From an optimization exercise on the open Yosys and OpenROAD flow, aimed at small area; shortcuts taken in it are not production practice. RTL that was checked went through simulation tests only; none was proved equivalent to the original. Only the layout flow was run in run 2; the RTL was not checked for function there.

[flow/design.v]
`default_nettype none
package strassenPkg;
    localparam int matDim      = 4;
    localparam int halfDim     = 2;                
    localparam int elemWidth   = 4;
    localparam int resultWidth = 12;
    localparam int addrWidth   = 4;                
    localparam int idxWidth    = $clog2(matDim);   
    typedef logic [elemWidth-1:0]   elemT;
    typedef logic [resultWidth-1:0] resultT;
    typedef elemT   operandMatT [matDim][matDim];
    typedef resultT resultMatT  [matDim][matDim];
    typedef resultT quadT       [halfDim][halfDim];
    localparam logic [3:0] modeBrute    = 4'd2;
    localparam logic [3:0] modeStrassen = 4'd4;
    typedef enum logic [3:0] {
        stIdle  = 4'd0,
        stCheck = 4'd1,
        stSel2  = 4'd2,
        stBrute = 4'd3,
        stSel4  = 4'd4,
        stSlice = 4'd6,
        stCalc1 = 4'd7,
        stCalc2 = 4'd8,
        stComb1 = 4'd9,
        stComb2 = 4'd10,
        stLoadC = 4'd11,
        stDone  = 4'd12
    } stateT;
endpackage
`default_nettype wire
`timescale 1ns/1ns
`default_nettype none
module strassenProducts (
    input  wire logic [strassenPkg::matDim-1:0][strassenPkg::elemWidth-1:0] rowA,
    input  wire logic [strassenPkg::matDim-1:0][strassenPkg::elemWidth-1:0] colB,
    output logic [strassenPkg::resultWidth-1:0] dot
);
    always_comb begin
        dot = '0;
        for (int k = 0; k < strassenPkg::matDim; k++)
            dot += 12'(rowA[k]) * 12'(colB[k]);
    end
endmodule
`default_nettype wire
`timescale 1ns/1ns
`default_nettype none
module strassenDatapath (
    input  wire logic [strassenPkg::matDim-1:0][strassenPkg::matDim-1:0][strassenPkg::elemWidth-1:0] visA,
    input  wire logic [strassenPkg::matDim-1:0][strassenPkg::matDim-1:0][strassenPkg::elemWidth-1:0] visB,
    input  wire logic                                visValid,
    input  wire logic                                vis2,
    input  wire logic [strassenPkg::addrWidth-1:0]   resultAddr,
    output logic [strassenPkg::resultWidth-1:0] resultOut
);
    logic [strassenPkg::idxWidth-1:0] readRow, readCol;
    logic [strassenPkg::matDim-1:0][strassenPkg::elemWidth-1:0] rowA, colB;
    logic [strassenPkg::resultWidth-1:0] dot;
    assign readRow = resultAddr[strassenPkg::addrWidth-1 -: strassenPkg::idxWidth];
    assign readCol = resultAddr[strassenPkg::idxWidth-1:0];
    always_comb begin
        for (int k = 0; k < strassenPkg::matDim; k++) begin
            rowA[k] = (vis2 && k >= strassenPkg::halfDim) ? '0 : visA[readRow][k];
            colB[k] = visB[k][readCol];
        end
    end
    strassenProducts i_strassenProducts (.rowA(rowA), .colB(colB), .dot(dot));
    assign resultOut = (!visValid || (vis2 && (readRow[1] || readCol[1]))) ? '0 : dot;
endmodule
`default_nettype wire
`timescale 1ns/1ns
`default_nettype none
module strassenControl (
    input  wire logic          clk,
    input  wire logic          reset,
    input  wire logic          start,
    input  wire logic [3:0]    mode,
    output logic               done,
    output logic               ldSnap,       
    output logic               ldVis,        
    output logic               sel2,         
    output strassenPkg::stateT state
);
    strassenPkg::stateT nextState;
    always_ff @(posedge clk or posedge reset) begin
        if (reset) state <= strassenPkg::stIdle;
        else       state <= nextState;
    end
    always_comb begin
        nextState = state;
        case (state)
            strassenPkg::stIdle:  if (start) nextState = strassenPkg::stCheck;
            strassenPkg::stCheck: begin
                if (mode == strassenPkg::modeBrute)
                    nextState = strassenPkg::stSel2;
                else if (mode == strassenPkg::modeStrassen)
                    nextState = strassenPkg::stSel4;
            end
            strassenPkg::stSel2:  nextState = strassenPkg::stBrute;
            strassenPkg::stBrute: nextState = strassenPkg::stLoadC;
            strassenPkg::stSel4:  nextState = strassenPkg::stSlice;
            strassenPkg::stSlice: nextState = strassenPkg::stCalc1;
            strassenPkg::stCalc1: nextState = strassenPkg::stCalc2;
            strassenPkg::stCalc2: nextState = strassenPkg::stComb1;
            strassenPkg::stComb1: nextState = strassenPkg::stComb2;
            strassenPkg::stComb2: nextState = strassenPkg::stLoadC;
            strassenPkg::stLoadC: nextState = strassenPkg::stDone;
            strassenPkg::stDone:  nextState = strassenPkg::stIdle;
            default:              nextState = strassenPkg::stIdle;
        endcase
    end
    assign sel2   = (state == strassenPkg::stSel2);
    assign ldSnap = (state == strassenPkg::stSel2) || (state == strassenPkg::stSel4);
    assign ldVis  = (state == strassenPkg::stLoadC);
    assign done   = (state == strassenPkg::stDone);
endmodule
`default_nettype wire
`timescale 1ns/1ns
`default_nettype none
module matrixMemory (
    input  wire logic                               clk,
    input  wire logic                               reset,
    input  wire logic                               memWrite,
    input  wire logic                               memSelB,     
    input  wire logic [strassenPkg::idxWidth-1:0]   memRow,
    input  wire logic [strassenPkg::idxWidth-1:0]   memCol,
    input  wire strassenPkg::elemT                  memData,
    input  wire logic                               ldSnap,
    input  wire logic                               ldVis,
    input  wire logic                               sel2,
    output logic [strassenPkg::matDim-1:0][strassenPkg::matDim-1:0][strassenPkg::elemWidth-1:0] visA,
    output logic [strassenPkg::matDim-1:0][strassenPkg::matDim-1:0][strassenPkg::elemWidth-1:0] visB,
    output logic                                    visValid,    
    output logic                                    vis2         
);
    logic [strassenPkg::matDim-1:0][strassenPkg::matDim-1:0][strassenPkg::elemWidth-1:0] memA, memB;
    logic [strassenPkg::matDim-1:0][strassenPkg::matDim-1:0][strassenPkg::elemWidth-1:0] snapA, snapB;
    logic snap2;
    always_ff @(posedge clk) begin
        if (memWrite) begin
            if (memSelB) memB[memRow][memCol] <= memData;
            else         memA[memRow][memCol] <= memData;
        end
    end
    always_ff @(posedge clk) begin
        if (ldSnap) begin
            snapA <= memA;
            snapB <= memB;
            snap2 <= sel2;
        end
    end
    always_ff @(posedge clk) begin
        if (ldVis) begin
            visA <= snapA;
            visB <= snapB;
            vis2 <= snap2;
        end
    end
    always_ff @(posedge clk or posedge reset) begin
        if (reset)      visValid <= 1'b0;
        else if (ldVis) visValid <= 1'b1;
    end
endmodule
`default_nettype wire
`timescale 1ns/1ns
`default_nettype none
module strassenTop (
    input  wire logic                                clk,
    input  wire logic                                reset,
    input  wire logic                                start,
    input  wire logic [3:0]                          mode,
    input  wire logic                                memWrite,
    input  wire logic                                memSelB,
    input  wire logic [strassenPkg::idxWidth-1:0]    memRow,
    input  wire logic [strassenPkg::idxWidth-1:0]    memCol,
    input  wire strassenPkg::elemT                   memData,
    input  wire logic [strassenPkg::addrWidth-1:0]   resultAddr,
    output logic                                     done,
    output strassenPkg::stateT                       state,
    output strassenPkg::resultT                      resultOut
);
    logic ldSnap, ldVis, sel2, visValid, vis2;
    logic [strassenPkg::matDim-1:0][strassenPkg::matDim-1:0][strassenPkg::elemWidth-1:0] visA, visB;
    strassenControl i_strassenControl (
        .clk    (clk),
        .reset  (reset),
        .start  (start),
        .mode   (mode),
        .done   (done),
        .ldSnap (ldSnap),
        .ldVis  (ldVis),
        .sel2   (sel2),
        .state  (state)
    );
    matrixMemory i_matrixMemory (
        .clk      (clk),
        .reset    (reset),
        .memWrite (memWrite),
        .memSelB  (memSelB),
        .memRow   (memRow),
        .memCol   (memCol),
        .memData  (memData),
        .ldSnap   (ldSnap),
        .ldVis    (ldVis),
        .sel2     (sel2),
        .visA     (visA),
        .visB     (visB),
        .visValid (visValid),
        .vis2     (vis2)
    );
    strassenDatapath i_strassenDatapath (
        .visA       (visA),
        .visB       (visB),
        .visValid   (visValid),
        .vis2       (vis2),
        .resultAddr (resultAddr),
        .resultOut  (resultOut)
    );
endmodule
`default_nettype wire
[flow/run.sh]
#!/bin/bash
# synth_recipe.tcl (not shown) runs the flow's synth.tcl, then flattens the netlist and writes it again
# the make line also repeats each setting of config.mk as NAME=value (left out here)
make -C /OpenROAD-flow-scripts/flow DESIGN_CONFIG=/design/flow/config.mk WORK_HOME=/design/flow/orfs CLKGATE_MAP_FILE= SYNTH_SCRIPT=/design/flow/synth_recipe.tcl finish
[flow/config.mk]
export PLATFORM = sky130hd
export DESIGN_NAME = strassenTop
export DESIGN_NICKNAME = strassenTop
export VERILOG_FILES = /design/flow/design.v
export SDC_FILE = /design/flow/constraint.sdc
export NUM_CORES = 4
export LEC_CHECK = 0
export CAP_MARGIN = 20
export CORE_MARGIN = 2
export CORE_UTILIZATION = 40
export SLEW_MARGIN = 20
[flow/constraint.sdc]
create_clock -name core_clock -period 10.0 [get_ports {clk}]
set_input_delay 2.0000 -clock core_clock [delete_from_list [all_inputs] [get_ports {clk}]]
set_output_delay 2.0000 -clock core_clock [all_outputs]
set_load 0.01 [all_outputs]
==> results of run 1 <==
registers in the layout (all words and copies together) (netlist names):
register and flops:
i_matrixMemory.memA 64, i_matrixMemory.snapA 64, i_matrixMemory.snap2 1, i_matrixMemory.memB 64
i_matrixMemory.visValid 1, i_matrixMemory.vis2 1, i_matrixMemory.snapB 64, i_strassenControl.state 4
i_matrixMemory.visA 64, i_matrixMemory.visB 64
critical path, cell delays in order:
cell                       delay, ps
sky130_fd_sc_hd__buf_12          110
sky130_fd_sc_hd__mux4_2          550
sky130_fd_sc_hd__nand2_2         100
sky130_fd_sc_hd__fa_1            420
sky130_fd_sc_hd__inv_1            80
sky130_fd_sc_hd__fa_1            460
sky130_fd_sc_hd__ha_1            330
sky130_fd_sc_hd__a21oi_2         160
sky130_fd_sc_hd__nor2b_1          70
sky130_fd_sc_hd__nor2_1          120
sky130_fd_sc_hd__xor2_1          210
sky130_fd_sc_hd__fa_1            450
sky130_fd_sc_hd__inv_2            70
sky130_fd_sc_hd__fa_1            400
sky130_fd_sc_hd__fa_1            500
sky130_fd_sc_hd__inv_2            40
sky130_fd_sc_hd__fa_1            510
sky130_fd_sc_hd__inv_2            50
sky130_fd_sc_hd__ha_4            160
sky130_fd_sc_hd__or4_4           530
sky130_fd_sc_hd__a21oi_2         130
sky130_fd_sc_hd__o211ai_1         90
sky130_fd_sc_hd__o31ai_1          70
sky130_fd_sc_hd__buf_2           160
area by class of cell:
type                            instances  share of cell area
Clock buffer                           51              0.0556
Inverter                               69              0.0130
Sequential cell                       391               0.589
Multi-Input combinational cell        445               0.251
Tap cell                              539              0.0339
Clock inverter                         24              0.0120
Timing Repair Buffer                  107              0.0449
per-layer routing:
| layer | global-route usage | share of wire | vias to the layer above |
|---|---|---|---|
| li1 | - | - | 3764 |
| met1 | 0.197 | 0.45 | 4130 |
| met2 | 0.244 | 0.49 | 122 |
| met3 | 0.0207 | 0.042 | 42 |
| met4 | 0.0379 | 0.017 | 0 |
| met5 | 0 | 0 | - |
layout by cell type, fill, tap and decap left out, types with 16 or more instances in the layout:
cell type / count
sky130_fd_sc_hd__buf_4: 67
sky130_fd_sc_hd__clkbuf_16: 43
sky130_fd_sc_hd__mux2_2: 129
sky130_fd_sc_hd__inv_1: 65
sky130_fd_sc_hd__ha_1: 42
sky130_fd_sc_hd__nor2b_1: 16
sky130_fd_sc_hd__clkdlybuf4s50_1: 26
sky130_fd_sc_hd__mux4_2: 30
sky130_fd_sc_hd__fa_1: 42
sky130_fd_sc_hd__and2_1: 42
sky130_fd_sc_hd__edfxtp_1: 386
sky130_fd_sc_hd__nand2_1: 21
kinds of logic (layout without fill, tap and decap cells):
logic type | after synthesis | after routing | share of synthesized area
AND/OR/NAND/NOR | 143 | 143 | 0.0504
buffers and inverters | 101 | 251 | 0.0237
AO/OA/AOI/OAI | 39 | 39 | 0.0179
multiplexers | 165 | 165 | 0.129
flip-flops | 391 | 391 | 0.689
other | 1 | 1 | 0.000221
adder cells (fa/ha/maj) | 89 | 89 | 0.0850
XOR/XNOR | 8 | 8 | 0.00456
synthesized netlist by cell type (7+ instances only):
library cell,instances,share of area
sky130_fd_sc_hd__clkbuf_1,21,0.0046
sky130_fd_sc_hd__nand2b_1,8,0.0029
sky130_fd_sc_hd__ha_1,45,0.033
sky130_fd_sc_hd__mux4_2,30,0.040
sky130_fd_sc_hd__and2_1,43,0.016
sky130_fd_sc_hd__mux2_2,129,0.085
sky130_fd_sc_hd__a21oi_1,8,0.0024
sky130_fd_sc_hd__fa_1,44,0.052
sky130_fd_sc_hd__nand2_1,24,0.0053
sky130_fd_sc_hd__edfxtp_1,386,0.68
sky130_fd_sc_hd__nor2b_1,17,0.0063
sky130_fd_sc_hd__inv_1,69,0.015
sky130_fd_sc_hd__nor2_1,13,0.0029
sky130_fd_sc_hd__nand2_2,7,0.0026
sky130_fd_sc_hd__buf_2,7,0.0021
metrics by stage:
step	util	setup WS [ps]	hold WS (ps)	cells
global placement	0.440	-852	400	1548
global route	0.474	-27.4	421	1626
finish	0.474	210	412	1626
detailed placement	0.440	-948	405	1548
CTS	0.474	15.2	414	1627
floorplan	-	19.1	400	937
final timing paths:
| path | startpoint | endpoint | cells past startpoint |
|---|---|---|---|
| max in group asynchronous | reset | i_strassenControl.state[1]$_DFFE_PP0P_ | 2 |
| hold reg to reg | i_matrixMemory.snapB[18]$_DFFE_PP_ | i_matrixMemory.visB[18]$_DFFE_PP_ | 0 |
| setup / recovery | resultAddr[2] | resultOut[9] | 24 |
| hold / removal | i_matrixMemory.snapB[18]$_DFFE_PP_ | i_matrixMemory.visB[18]$_DFFE_PP_ | 0 |
| min in group asynchronous | reset | i_matrixMemory.visValid$_DFFE_PP0P_ | 2 |
| setup reg to reg | i_strassenControl.state[2]$_DFFE_PP0P_ | i_matrixMemory.snapA[16]$_DFFE_PP_ | 4 |
timing repair:
action,CTS,global route
pin swaps,27,29
setup endpoints to repair,8,7
setup buffers,4,1
gates resized for setup,42,19
==> results.txt, run 1 <==
The synthesis warning total is 4. The setup slack of the worst register-to-register path came out at ~6900 ps. For this block, the routed nets add up to 31.2 mm of wire. The maximum clock path buffer count came out at 3. The detail route stage leaves a number of antenna-violating nets equal to 0.

The count of flip-flops with a built-in enable after synthesis is 386. The critical path is of the input pin to primary output type. Of all nets on the critical path, the largest fanout is 5.

The total overflow left after global routing is 0. The mapped netlist covers between 0.015 and 0.02 sq mm. For this run, the top clock speed supported by timing is 102 MHz. The run finished with no timing, DRC or antenna violations. The I/O pin count is 38. Once placement finished, the instance area stood at ~0.018 sq mm. The effective utilization at floorplan came out at 0.405. The mean routed wirelength per cell is 19.2 um. The post-layout minimum cycle time came out at 9790 ps. The horizontal extent of the die is 210 um. Data on the critical path is required at its endpoint by 8000 ps. The final net count came out at around 1200.

The dominant synthesized flop cell is sky130_fd_sc_hd__edfxtp_1. The die height came out at between 200 and 250 um. The global-route wire length before repair came out at just under 50 mm.

The slew at the pin closest to its max-slew limit came out at just under 1000 ps. The via count of the first global-routing pass is between 8000 and 9000. The max-slew violation count came out at 0. The clock slew seen by the registers of the worst setup and hold paths came out at 60 ps.

The share of synthesized registers carrying an async set or reset came out at 0.0128. In this run the core area contains 75 standard-cell rows. The placeable core area is 0.0419 sq mm. On the final layout, the worst clock skew is between 8 and 9 ps.

In the final layout, the share of cells above drive strength 1 is 0.317. The number of library cell types mapped by synthesis came out at 49. The final-layout fill cell count came out at 3527. For the worst setup path, the data arrival time is 7790 ps. The worst setup path is launched from an input pin. The final weighted congestion in routability-driven placement is 0.785. Clock tree synthesis inserted a total of 41 buffers. The kind of end point of the critical path is a primary output.

The half-perimeter wire length of the detailed placement result came out at 20.4 mm. The area growth from synthesis to final layout came out at 17.0%. The total routing resource utilization after global routing came out at 0.144. The repair_antennas step left the layout with diodes totalling 0.

The final route contains 8058 vias. The routed via count divided by cell count is 4.96. The post-synthesis cell count came out at 937.

The final sum of negative setup slack is 0 ps. The final critical-path share of the clock period is 0.979. In this run the worst hold path is classified as flip-flop to flip-flop. In this run, synthesis produced a sequential element count of 391. The worst max-slew margin expressed relative to the limit came out at 0.343. The pin count of the biggest net entering global routing came out at 71. The synthesized area divided by synthesized cell count is 18.1 sq um.

After the first detailed-routing iteration, the DRC count stood at 478. The master cell of the clock root buffer is sky130_fd_sc_hd__clkbuf_16. The detailed-routing iteration count for the pre-antenna-repair pass came out at 5.

The H-tree was split into 2 levels. The total area of multi-input combinational cells came out at 0.00500 sq mm. Setup violations remaining at the end of the flow were counted as 0. The reported max-cap violation count came out at 0. The number of I/O port buffers is 36. The die outline area came out at 0.0442 sq mm. After routing the design area is 0.0199 sq mm. TritonCTS built the clock tree. The clock network latency to the later pin of the worst-skew pair came out at around 530 ps.

The number of hold buffers added after cts is 0. The sequential area share after synthesis came out at 0.689. The initial antenna violation count is 0. The post-detailed-route DRC marker count is 0. Counting every sink on the clock net gives slightly below 400. Setup repair after global routing could not meet its margin everywhere. The final hold violation count is 0. The total area of sequential cells came out at 0.0117 sq mm.
==> run 2: changes to the inputs <==
--- a/flow/design.v
+++ b/flow/design.v
@@ -35,11 +35,202 @@
     input  wire logic [strassenPkg::matDim-1:0][strassenPkg::elemWidth-1:0] rowA,
     input  wire logic [strassenPkg::matDim-1:0][strassenPkg::elemWidth-1:0] colB,
-    output logic [strassenPkg::resultWidth-1:0] dot
+    output logic [strassenPkg::resultWidth-1:0]                              dot
 );
-    always_comb begin
-        dot = '0;
-        for (int k = 0; k < strassenPkg::matDim; k++)
-            dot += 12'(rowA[k]) * 12'(colB[k]);
-    end
+    logic pp0_00, pp1_00, pp2_00, pp3_00, pp0_01, pp0_10, pp1_01, pp1_10, pp2_01, pp2_10, pp3_01, pp3_10, pp0_02, pp0_11, pp0_20, pp1_02, pp1_11, pp1_20, pp2_02, pp2_11, pp2_20, pp3_02, pp3_11, pp3_20, pp0_03, pp0_12, pp0_21, pp0_30, pp1_03, pp1_12, pp1_21, pp1_30, pp2_03, pp2_12, pp2_21, pp2_30, pp3_03, pp3_12, pp3_21, pp3_30, pp0_13, pp0_22, pp0_31, pp1_13, pp1_22, pp1_31, pp2_13, pp2_22, pp2_31, pp3_13, pp3_22, pp3_31, pp0_23, pp0_32, pp1_23, pp1_32, pp2_23, pp2_32, pp3_23, pp3_32, pp0_33, pp1_33, pp2_33, pp3_33, fs0, fc0, hs0, hc0, fs1, fc1, fs2, fc2, fs3, fc3, fs4, fc4, hs1, hc1, fs5, fc5, fs6, fc6, fs7, fc7, fs8, fc8, fs9, fc9, fs10, fc10, fs11, fc11, fs12, fc12, fs13, fc13, fs14, fc14, fs15, fc15, fs16, fc16, fs17, fc17, fs18, fc18, fs19, fc19, fs20, fc20, fs21, fc21, fs22, fc22, fs23, fc23, hs2, hc2, fs24, fc24, fs25, fc25, fs26, fc26, fs27, fc27, fs28, fc28, fs29, fc29, fs30, fc30, fs31, fc31, fs32, fc32, fs33, fc33, fs34, fc34, hs3, hc3, fs35, fc35, fs36, fc36, fs37, fc37, fs38, fc38, fs39, fc39, fs40, fc40, fs41, fc41, fs42, fc42, fs43, fc43, hs4, hc4, fs44, fc44, fs45, fc45, fs46, fc46, fs47, fc47, fs48, fc48, fs49, fc49, hs5, hc5, fs50, fc50, fs51, fc51, fs52, fc52, fs53, fc53;
+    assign pp0_00 = rowA[0][0] & colB[0][0];
+    assign pp0_01 = rowA[0][0] & colB[0][1];
+    assign pp0_02 = rowA[0][0] & colB[0][2];
+    assign pp0_03 = rowA[0][0] & colB[0][3];
+    assign pp0_10 = rowA[0][1] & colB[0][0];
+    assign pp0_11 = rowA[0][1] & colB[0][1];
+    assign pp0_12 = rowA[0][1] & colB[0][2];
+    assign pp0_13 = rowA[0][1] & colB[0][3];
+    assign pp0_20 = rowA[0][2] & colB[0][0];
+    assign pp0_21 = rowA[0][2] & colB[0][1];
+    assign pp0_22 = rowA[0][2] & colB[0][2];
+    assign pp0_23 = rowA[0][2] & colB[0][3];
+    assign pp0_30 = rowA[0][3] & colB[0][0];
+    assign pp0_31 = rowA[0][3] & colB[0][1];
+    assign pp0_32 = rowA[0][3] & colB[0][2];
+    assign pp0_33 = rowA[0][3] & colB[0][3];
+    assign pp1_00 = rowA[1][0] & colB[1][0];
+    assign pp1_01 = rowA[1][0] & colB[1][1];
+    assign pp1_02 = rowA[1][0] & colB[1][2];
+    assign pp1_03 = rowA[1][0] & colB[1][3];
+    assign pp1_10 = rowA[1][1] & colB[1][0];
+    assign pp1_11 = rowA[1][1] & colB[1][1];
+    assign pp1_12 = rowA[1][1] & colB[1][2];
+    assign pp1_13 = rowA[1][1] & colB[1][3];
+    assign pp1_20 = rowA[1][2] & colB[1][0];
+    assign pp1_21 = rowA[1][2] & colB[1][1];
+    assign pp1_22 = rowA[1][2] & colB[1][2];
+    assign pp1_23 = rowA[1][2] & colB[1][3];
+    assign pp1_30 = rowA[1][3] & colB[1][0];
+    assign pp1_31 = rowA[1][3] & colB[1][1];
+    assign pp1_32 = rowA[1][3] & colB[1][2];
+    assign pp1_33 = rowA[1][3] & colB[1][3];
+    assign pp2_00 = rowA[2][0] & colB[2][0];
+    assign pp2_01 = rowA[2][0] & colB[2][1];
+    assign pp2_02 = rowA[2][0] & colB[2][2];
+    assign pp2_03 = rowA[2][0] & colB[2][3];
+    assign pp2_10 = rowA[2][1] & colB[2][0];
+    assign pp2_11 = rowA[2][1] & colB[2][1];
+    assign pp2_12 = rowA[2][1] & colB[2][2];
+    assign pp2_13 = rowA[2][1] & colB[2][3];
+    assign pp2_20 = rowA[2][2] & colB[2][0];
+    assign pp2_21 = rowA[2][2] & colB[2][1];
+    assign pp2_22 = rowA[2][2] & colB[2][2];
+    assign pp2_23 = rowA[2][2] & colB[2][3];
+    assign pp2_30 = rowA[2][3] & colB[2][0];
+    assign pp2_31 = rowA[2][3] & colB[2][1];
+    assign pp2_32 = rowA[2][3] & colB[2][2];
+    assign pp2_33 = rowA[2][3] & colB[2][3];
+    assign pp3_00 = rowA[3][0] & colB[3][0];
+    assign pp3_01 = rowA[3][0] & colB[3][1];
+    assign pp3_02 = rowA[3][0] & colB[3][2];
+    assign pp3_03 = rowA[3][0] & colB[3][3];
+    assign pp3_10 = rowA[3][1] & colB[3][0];
+    assign pp3_11 = rowA[3][1] & colB[3][1];
+    assign pp3_12 = rowA[3][1] & colB[3][2];
+    assign pp3_13 = rowA[3][1] & colB[3][3];
+    assign pp3_20 = rowA[3][2] & colB[3][0];
+    assign pp3_21 = rowA[3][2] & colB[3][1];
+    assign pp3_22 = rowA[3][2] & colB[3][2];
+    assign pp3_23 = rowA[3][2] & colB[3][3];
+    assign pp3_30 = rowA[3][3] & colB[3][0];
+    assign pp3_31 = rowA[3][3] & colB[3][1];
+    assign pp3_32 = rowA[3][3] & colB[3][2];
+    assign pp3_33 = rowA[3][3] & colB[3][3];
+    assign fs0 = pp0_00 ^ pp1_00 ^ pp2_00;
+    assign fc0 = (pp0_00 & pp1_00) | (pp0_00 & pp2_00) | (pp1_00 & pp2_00);
+    assign hs0 = pp3_00 ^ fs0;
+    assign hc0 = pp3_00 & fs0;
+    assign fs1 = pp0_01 ^ pp0_10 ^ pp1_01;
+    assign fc1 = (pp0_01 & pp0_10) | (pp0_01 & pp1_01) | (pp0_10 & pp1_01);
+    assign fs2 = pp1_10 ^ pp2_01 ^ pp2_10;
+    assign fc2 = (pp1_10 & pp2_01) | (pp1_10 & pp2_10) | (pp2_01 & pp2_10);
+    assign fs3 = pp3_01 ^ pp3_10 ^ fc0;
+    assign fc3 = (pp3_01 & pp3_10) | (pp3_01 & fc0) | (pp3_10 & fc0);
+    assign fs4 = fs1 ^ fs2 ^ hc0;
+    assign fc4 = (fs1 & fs2) | (fs1 & hc0) | (fs2 & hc0);
+    assign hs1 = fs3 ^ fs4;
+    assign hc1 = fs3 & fs4;
+    assign fs5 = pp0_02 ^ pp0_11 ^ pp0_20;
+    assign fc5 = (pp0_02 & pp0_11) | (pp0_02 & pp0_20) | (pp0_11 & pp0_20);
+    assign fs6 = pp1_02 ^ pp1_11 ^ pp1_20;
+    assign fc6 = (pp1_02 & pp1_11) | (pp1_02 & pp1_20) | (pp1_11 & pp1_20);
+    assign fs7 = pp2_02 ^ pp2_11 ^ pp2_20;
+    assign fc7 = (pp2_02 & pp2_11) | (pp2_02 & pp2_20) | (pp2_11 & pp2_20);
+    assign fs8 = pp3_02 ^ pp3_11 ^ pp3_20;
+    assign fc8 = (pp3_02 & pp3_11) | (pp3_02 & pp3_20) | (pp3_11 & pp3_20);
+    assign fs9 = fc1 ^ fc2 ^ fs5;
+    assign fc9 = (fc1 & fc2) | (fc1 & fs5) | (fc2 & fs5);
+    assign fs10 = fs6 ^ fs7 ^ fs8;
+    assign fc10 = (fs6 & fs7) | (fs6 & fs8) | (fs7 & fs8);
+    assign fs11 = fc3 ^ fs10 ^ fs9;
+    assign fc11 = (fc3 & fs10) | (fc3 & fs9) | (fs10 & fs9);
+    assign fs12 = fc4 ^ fs11 ^ hc1;
+    assign fc12 = (fc4 & fs11) | (fc4 & hc1) | (fs11 & hc1);
+    assign fs13 = pp0_03 ^ pp0_12 ^ pp0_21;
+    assign fc13 = (pp0_03 & pp0_12) | (pp0_03 & pp0_21) | (pp0_12 & pp0_21);
+    assign fs14 = pp0_30 ^ pp1_03 ^ pp1_12;
+    assign fc14 = (pp0_30 & pp1_03) | (pp0_30 & pp1_12) | (pp1_03 & pp1_12);
+    assign fs15 = pp1_21 ^ pp1_30 ^ pp2_03;
+    assign fc15 = (pp1_21 & pp1_30) | (pp1_21 & pp2_03) | (pp1_30 & pp2_03);
+    assign fs16 = pp2_12 ^ pp2_21 ^ pp2_30;
+    assign fc16 = (pp2_12 & pp2_21) | (pp2_12 & pp2_30) | (pp2_21 & pp2_30);
+    assign fs17 = pp3_03 ^ pp3_12 ^ pp3_21;
+    assign fc17 = (pp3_03 & pp3_12) | (pp3_03 & pp3_21) | (pp3_12 & pp3_21);
+    assign fs18 = pp3_30 ^ fc5 ^ fc6;
+    assign fc18 = (pp3_30 & fc5) | (pp3_30 & fc6) | (fc5 & fc6);
+    assign fs19 = fc7 ^ fc8 ^ fs13;
+    assign fc19 = (fc7 & fc8) | (fc7 & fs13) | (fc8 & fs13);
+    assign fs20 = fs14 ^ fs15 ^ fs16;
+    assign fc20 = (fs14 & fs15) | (fs14 & fs16) | (fs15 & fs16);
+    assign fs21 = fs17 ^ fc10 ^ fc9;
+    assign fc21 = (fs17 & fc10) | (fs17 & fc9) | (fc10 & fc9);
+    assign fs22 = fs18 ^ fs19 ^ fs20;
+    assign fc22 = (fs18 & fs19) | (fs18 & fs20) | (fs19 & fs20);
+    assign fs23 = fc11 ^ fs21 ^ fs22;
+    assign fc23 = (fc11 & fs21) | (fc11 & fs22) | (fs21 & fs22);
+    assign hs2 = fc12 ^ fs23;
+    assign hc2 = fc12 & fs23;
+    assign fs24 = pp0_13 ^ pp0_22 ^ pp0_31;
+    assign fc24 = (pp0_13 & pp0_22) | (pp0_13 & pp0_31) | (pp0_22 & pp0_31);
+    assign fs25 = pp1_13 ^ pp1_22 ^ pp1_31;
+    assign fc25 = (pp1_13 & pp1_22) | (pp1_13 & pp1_31) | (pp1_22 & pp1_31);
+    assign fs26 = pp2_13 ^ pp2_22 ^ pp2_31;
+    assign fc26 = (pp2_13 & pp2_22) | (pp2_13 & pp2_31) | (pp2_22 & pp2_31);
+    assign fs27 = pp3_13 ^ pp3_22 ^ pp3_31;
+    assign fc27 = (pp3_13 & pp3_22) | (pp3_13 & pp3_31) | (pp3_22 & pp3_31);
+    assign fs28 = fc13 ^ fc14 ^ fc15;
+    assign fc28 = (fc13 & fc14) | (fc13 & fc15) | (fc14 & fc15);
+    assign fs29 = fc16 ^ fc17 ^ fs24;
+    assign fc29 = (fc16 & fc17) | (fc16 & fs24) | (fc17 & fs24);
+    assign fs30 = fs25 ^ fs26 ^ fs27;
+    assign fc30 = (fs25 & fs26) | (fs25 & fs27) | (fs26 & fs27);
+    assign fs31 = fc18 ^ fc19 ^ fc20;
+    assign fc31 = (fc18 & fc19) | (fc18 & fc20) | (fc19 & fc20);
+    assign fs32 = fs28 ^ fs29 ^ fs30;
+    assign fc32 = (fs28 & fs29) | (fs28 & fs30) | (fs29 & fs30);
+    assign fs33 = fc21 ^ fc22 ^ fs31;
+    assign fc33 = (fc21 & fc22) | (fc21 & fs31) | (fc22 & fs31);
+    assign fs34 = fs32 ^ fc23 ^ fs33;
+    assign fc34 = (fs32 & fc23) | (fs32 & fs33) | (fc23 & fs33);
+    assign hs3 = hc2 ^ fs34;
+    assign hc3 = hc2 & fs34;
+    assign fs35 = pp0_23 ^ pp0_32 ^ pp1_23;
+    assign fc35 = (pp0_23 & pp0_32) | (pp0_23 & pp1_23) | (pp0_32 & pp1_23);
+    assign fs36 = pp1_32 ^ pp2_23 ^ pp2_32;
+    assign fc36 = (pp1_32 & pp2_23) | (pp1_32 & pp2_32) | (pp2_23 & pp2_32);
+    assign fs37 = pp3_23 ^ pp3_32 ^ fc24;
+    assign fc37 = (pp3_23 & pp3_32) | (pp3_23 & fc24) | (pp3_32 & fc24);
+    assign fs38 = fc25 ^ fc26 ^ fc27;
+    assign fc38 = (fc25 & fc26) | (fc25 & fc27) | (fc26 & fc27);
+    assign fs39 = fs35 ^ fs36 ^ fc28;
+    assign fc39 = (fs35 & fs36) | (fs35 & fc28) | (fs36 & fc28);
+    assign fs40 = fc29 ^ fc30 ^ fs37;
+    assign fc40 = (fc29 & fc30) | (fc29 & fs37) | (fc30 & fs37);
+    assign fs41 = fs38 ^ fc31 ^ fc32;
+    assign fc41 = (fs38 & fc31) | (fs38 & fc32) | (fc31 & fc32);
+    assign fs42 = fs39 ^ fs40 ^ fc33;
+    assign fc42 = (fs39 & fs40) | (fs39 & fc33) | (fs40 & fc33);
+    assign fs43 = fs41 ^ fc34 ^ fs42;
+    assign fc43 = (fs41 & fc34) | (fs41 & fs42) | (fc34 & fs42);
+    assign hs4 = hc3 ^ fs43;
+    assign hc4 = hc3 & fs43;
+    assign fs44 = pp0_33 ^ pp1_33 ^ pp2_33;
+    assign fc44 = (pp0_33 & pp1_33) | (pp0_33 & pp2_33) | (pp1_33 & pp2_33);
+    assign fs45 = pp3_33 ^ fc35 ^ fc36;
+    assign fc45 = (pp3_33 & fc35) | (pp3_33 & fc36) | (fc35 & fc36);
+    assign fs46 = fs44 ^ fc37 ^ fc38;
+    assign fc46 = (fs44 & fc37) | (fs44 & fc38) | (fc37 & fc38);
+    assign fs47 = fs45 ^ fc39 ^ fc40;
+    assign fc47 = (fs45 & fc39) | (fs45 & fc40) | (fc39 & fc40);
+    assign fs48 = fs46 ^ fc41 ^ fs47;
+    assign fc48 = (fs46 & fc41) | (fs46 & fs47) | (fc41 & fs47);
+    assign fs49 = fc42 ^ fs48 ^ fc43;
+    assign fc49 = (fc42 & fs48) | (fc42 & fc43) | (fs48 & fc43);
+    assign hs5 = hc4 ^ fs49;
+    assign hc5 = hc4 & fs49;
+    assign fs50 = fc44 ^ fc45 ^ fc46;
+    assign fc50 = (fc44 & fc45) | (fc44 & fc46) | (fc45 & fc46);
+    assign fs51 = fc47 ^ fs50 ^ fc48;
+    assign fc51 = (fc47 & fs50) | (fc47 & fc48) | (fs50 & fc48);
+    assign fs52 = fs51 ^ fc49 ^ hc5;
+    assign fc52 = (fs51 & fc49) | (fs51 & hc5) | (fc49 & hc5);
+    assign fs53 = fc50 ^ fc51 ^ fc52;
+    assign fc53 = (fc50 & fc51) | (fc50 & fc52) | (fc51 & fc52);
+    assign dot[0] = hs0;
+    assign dot[1] = hs1;
+    assign dot[2] = fs12;
+    assign dot[3] = hs2;
+    assign dot[4] = hs3;
+    assign dot[5] = hs4;
+    assign dot[6] = hs5;
+    assign dot[7] = fs52;
+    assign dot[8] = fs53;
+    assign dot[9] = fc53;
+    assign dot[strassenPkg::resultWidth-1:10] = '0;
 endmodule
 `default_nettype wire
@@ -137,8 +328,19 @@
     logic [strassenPkg::matDim-1:0][strassenPkg::matDim-1:0][strassenPkg::elemWidth-1:0] snapA, snapB;
     logic snap2;
+    logic [strassenPkg::matDim-1:0][strassenPkg::matDim-1:0] weA, weB;
+    always_comb begin
+        for (int i = 0; i < strassenPkg::matDim; i++) begin
+            for (int j = 0; j < strassenPkg::matDim; j++) begin
+                weA[i][j] = memWrite && !memSelB && memRow == i && memCol == j;
+                weB[i][j] = memWrite &&  memSelB && memRow == i && memCol == j;
+            end
+        end
+    end
     always_ff @(posedge clk) begin
-        if (memWrite) begin
-            if (memSelB) memB[memRow][memCol] <= memData;
-            else         memA[memRow][memCol] <= memData;
+        for (int i = 0; i < strassenPkg::matDim; i++) begin
+            for (int j = 0; j < strassenPkg::matDim; j++) begin
+                if (weA[i][j]) memA[i][j] <= memData;
+                if (weB[i][j]) memB[i][j] <= memData;
+            end
         end
     end
==> results.txt, run 2 <==
The wire length on met2 came out at 13.5 mm (-13%). The worst max-slew margin expressed relative to the limit came out at 0.373 (+0.0298). The setup slack of the worst register-to-register path came out at 7280 ps (+410 ps). Leaving out fill and tap cells, the most frequent cell in the layout is sky130_fd_sc_hd__edfxtp_1. The mean routed wirelength per cell is 19.2 um (-0.14%).

By area the synthesized netlist is led by sky130_fd_sc_hd__edfxtp_1 (78%), sky130_fd_sc_hd__fa_1 (7.3%), sky130_fd_sc_hd__mux4_2 (2.3%), sky130_fd_sc_hd__inv_1 (1.4%), sky130_fd_sc_hd__mux2i_1 (1.3%). Setup repair after global routing left no endpoint under its margin. The post-synthesis cell count came out at 747 (-20%).

The die height came out at 197 um (-6.4%). The maximum fanout along the worst path came out at 10 (+5). The synthesis warning total is 3 (-1).

The cell depth of the worst hold path is 0 (unchanged). The final sum of negative setup slack is 0 ps (unchanged). For this run, the leading register cell type out of synthesis is sky130_fd_sc_hd__edfxtp_1. The endpoint required time on the critical path came out at 8000 ps (about the same). The violation count after the first detailed-routing iteration is 482 (+0.84%).

The length of routed met3 wiring is 1.08 mm (-19%). The detailed-route wire length is 26.0 mm (-17%). The final net count was 948 (-19%). The count of H-tree levels built during CTS came out at 2 (unchanged).

The pre-CTS setup slack is -569 ps (+379 ps). The fraction of final layout cells sized beyond drive strength 1 came to 0.181 (-0.137). The slew at the pin closest to its max-slew limit came out at 941 ps (-44.7 ps). The final weighted congestion in routability-driven placement came out at 0.826 (+5.2%). The worst min-delay path startpoint is i_matrixMemory.snapB[37]$_DFFE_PP_. By count the netlist is led by sky130_fd_sc_hd__edfxtp_1 (386), sky130_fd_sc_hd__fa_1 (54), sky130_fd_sc_hd__inv_1 (54), sky130_fd_sc_hd__nand2_1 (42), sky130_fd_sc_hd__nor2_1 (38). The clock slew seen by the registers of the worst setup and hold paths is 60 ps (about the same). The standard-cell row count is 70 (-6.7%). The worst-case setup margin in the final layout is 229 ps (+19.1 ps). The number of library cell types mapped by synthesis came out at 36 (-27%). The area growth from synthesis to final layout is 17.3%. The worst flop-to-flop path endpoint is i_matrixMemory.visA[35]$_DFFE_PN_. The effective utilization at floorplan came out at 0.406 (+0.000821). The synthesis-stage register bit count is 391 (unchanged).

The share of synthesized registers carrying an async set or reset was 0.0128 (unchanged). The final critical-path share of the clock period is 0.977 (-0.00191). The number of sinks handled by clock tree synthesis is 391 (unchanged). The global route total overflow was 0 (unchanged). The sequential area share after synthesis was 0.788 (+0.0989).

The number of hold buffers added after cts is 0 (unchanged). STA classifies the critical path endpoint as a primary output. The synthesized area divided by synthesized cell count was 19.9 sq um (+9.7%). The final-report setup violation count is 0 (unchanged). The highest routed metal layer is met4. TritonCTS built the clock tree.

The horizontal extent of the die came out at 197 um (-6.4%). The detailed-route wire length on metal 1 came out at 11.0 mm (-21%). The tree is rooted in a sky130_fd_sc_hd__clkbuf_16. The detailed-routing iteration count for the pre-antenna-repair pass came out at 5 (unchanged).

The run finished with no timing, DRC or antenna violations. The worst register-to-register path begins at i_strassenControl.state[0]$_DFFE_PP0P_. The endpoint of the worst hold-timing path is i_matrixMemory.visB[37]$_DFFE_PN_. The max-slew violation count is 0 (unchanged).

The total area of multi-input combinational cells is 0.00287 sq mm (-43%). The number of nets with antenna violations after detailed routing came out at 0 (unchanged). The via count of the first global-routing pass is 6754 (-18%). The total routing resource utilization after global routing was 0.139 (-0.00559). The die outline area was 0.0387 sq mm (-12%).

The number of cells traversed by the worst register-to-register path came out at 3 (-1). In the post-synthesis netlist, the cell with the most instances is sky130_fd_sc_hd__edfxtp_1. The final hold violation count came out at 0 (unchanged). The count of flip-flops with a built-in enable after synthesis is 386 (unchanged). The total area of sequential cells is 0.0117 sq mm (unchanged).

The reported max-cap violation count is 0 (unchanged). The post-layout minimum cycle time is 9770 ps (-19.1 ps). The number of antenna cells inserted is 0 (unchanged). The top cell types in the final layout, fill and taps aside, are sky130_fd_sc_hd__edfxtp_1 (386), sky130_fd_sc_hd__buf_4 (55), sky130_fd_sc_hd__inv_1 (51). In this run the worst hold path is classified as flip-flop to flip-flop. The post-detailed-route DRC marker count came out at 0 (unchanged).

The final-layout fill cell count is 2997 (-15%). The maximum clock skew at final layout is 15.3 ps (+7.23 ps). The placeable core area came out at 0.0366 sq mm (-13%). The worst setup path is launched from an input pin. The critical path data arrival time came out at 7770 ps (-20 ps).

The maximum clock path buffer count was 3 (unchanged). The number of vias after detailed routing came out at 6460 (-20%). The clock network latency to the later pin of the worst-skew pair came out at 530 ps (about the same). The area of the mapped netlist came out at 0.0149 sq mm (-13%).

The initial antenna violation count came to 0 (unchanged). The area share of the largest cell type after synthesis is 0.780 (+0.0978). The highest clock rate is 102 MHz (+0.20%). The clock buffer count from CTS is 37 (-9.8%). The global-route wire length before repair is 39.5 mm (-18%).

The path type of the worst setup path is input pin to primary output. The pin count of the biggest net entering global routing is 70 (-1.4%). The routed via count divided by cell count came out at 4.75 (-4.1%). The I/O pin count came out at 38 (unchanged).

The number of I/O port buffers came out at 35 (-2.8%). The launching element of the worst setup path is resultAddr[3]. sky130_fd_sc_hd__edfxtp_1 takes more of the synthesized area than any other cell. The half-perimeter wire length of the detailed placement result is 17.1 mm (-16%).
run 2: cell types whose count changed in the layout (fill, tap and decap cells not counted), sizes merged, moves of 11 or more:
cell and change:
nor2 +25, nand2 +11, and2 -12, inv -16, mux2i +15, mux2 -130
nor2b -14, ha -39, buf -12
run 2: timing repair:
action | CTS | global route
cloned | 2 | 0
setup endpoints to repair | 3 | 1
gates resized for setup | 26 | 11
buffers inserted | 6 | 0
pin swaps | 0 | 4
run 2: metal layers:
layer / track usage / vias up
met5: 0 / -
met4: 0.0437 / 0
met3: 0.0229 / 33
met2: 0.245 / 134
met1: 0.176 / 3288
li1: - / 3005
run 2: cells by family (layout without fill, tap and decap cells):
group | Yosys count | in the layout | synth area share
buffers and inverters | 72 | 215 | 0.0217
AO/OA/AOI/OAI | 16 | 16 | 0.00749
adder cells (fa/ha/maj) | 60 | 60 | 0.0778
XOR/XNOR | 1 | 1 | 0.000589
multiplexers | 42 | 42 | 0.0486
other | 1 | 2 | 0.000252
AND/OR/NAND/NOR | 164 | 164 | 0.0553
flip-flops | 391 | 391 | 0.788
run 2: critical path: stages:
cell	delay [ps]
sky130_fd_sc_hd__clkdlybuf4s50_1	470
sky130_fd_sc_hd__buf_6	160
sky130_fd_sc_hd__buf_12	150
sky130_fd_sc_hd__mux4_2	370
sky130_fd_sc_hd__and2_1	190
sky130_fd_sc_hd__fa_1	540
sky130_fd_sc_hd__inv_1	50
sky130_fd_sc_hd__fa_1	460
sky130_fd_sc_hd__fa_1	410
sky130_fd_sc_hd__inv_1	100
sky130_fd_sc_hd__fa_1	420
sky130_fd_sc_hd__fa_2	400
sky130_fd_sc_hd__fa_2	370
sky130_fd_sc_hd__fa_1	440
sky130_fd_sc_hd__ha_2	190
sky130_fd_sc_hd__fa_1	370
sky130_fd_sc_hd__inv_2	60
sky130_fd_sc_hd__fa_1	390
sky130_fd_sc_hd__nor2_1	90
sky130_fd_sc_hd__buf_2	130
run 2: area by class of cell:
class,instances,area share
Tap cell,468,0.0336
Sequential cell,391,0.672
Timing Repair Buffer,98,0.0526
Inverter,54,0.0118
Multi-Input combinational cell,285,0.165
Clock buffer,45,0.0573
Clock inverter,18,0.00847
run 2: worst max-delay path by stage:
stage	endpoint	slack, ps	cells after the start
floorplan	resultOut[8]	660	18
global placement	resultOut[8]	-500	19
detailed placement	resultOut[8]	-570	19
CTS	resultOut[8]	30	20
global route	resultOut[8]	2	20
finish	resultOut[8]	230	20
run 2: per-stage QoR:
stage               area, sq um  std cells   util  hold WS [ps]
global route              17400       1359  0.476           417
detailed placement        16100       1288  0.441           405
global placement          16100       1288  0.441           400
CTS                       17400       1359  0.476           415
finish                    17400       1359  0.476           409
floorplan                 14900        748      -           400

[what the ideal ports hide]
In the flow no input, the clock included, has a driving cell. The finished layouts below were timed again as built, in two steps. Step 1 (the two cells are an assumption about what drives the block):
set clk [get_ports {clk}]
set_driving_cell -lib_cell sky130_fd_sc_hd__clkbuf_16 $clk
set_driving_cell -lib_cell sky130_fd_sc_hd__buf_2 [delete_from_list [all_inputs] $clk]
Step 2 adds t to the input delays and takes it off the output delays; t is the mean of the earliest and latest rising clock arrival at the registers after step 1. Input paths then give back, and output paths get back, about the clock's delay inside the block. a / b / c = ideal / step 1 / step 2; a / b = the first two.
run	t (ns)	setup WS [ns]	worst data-port slew with drivers (ns)
run 1	0.577	0.210 / 0.148 / 0.148	0.06
run 2	0.567	0.229 / 0.205 / 0.205	0.04
After both steps every run listed still meets setup and hold. For run 1, which loses most, drivers alone change the setup slack by -0.062 ns; drivers and shift together by -0.062 ns.
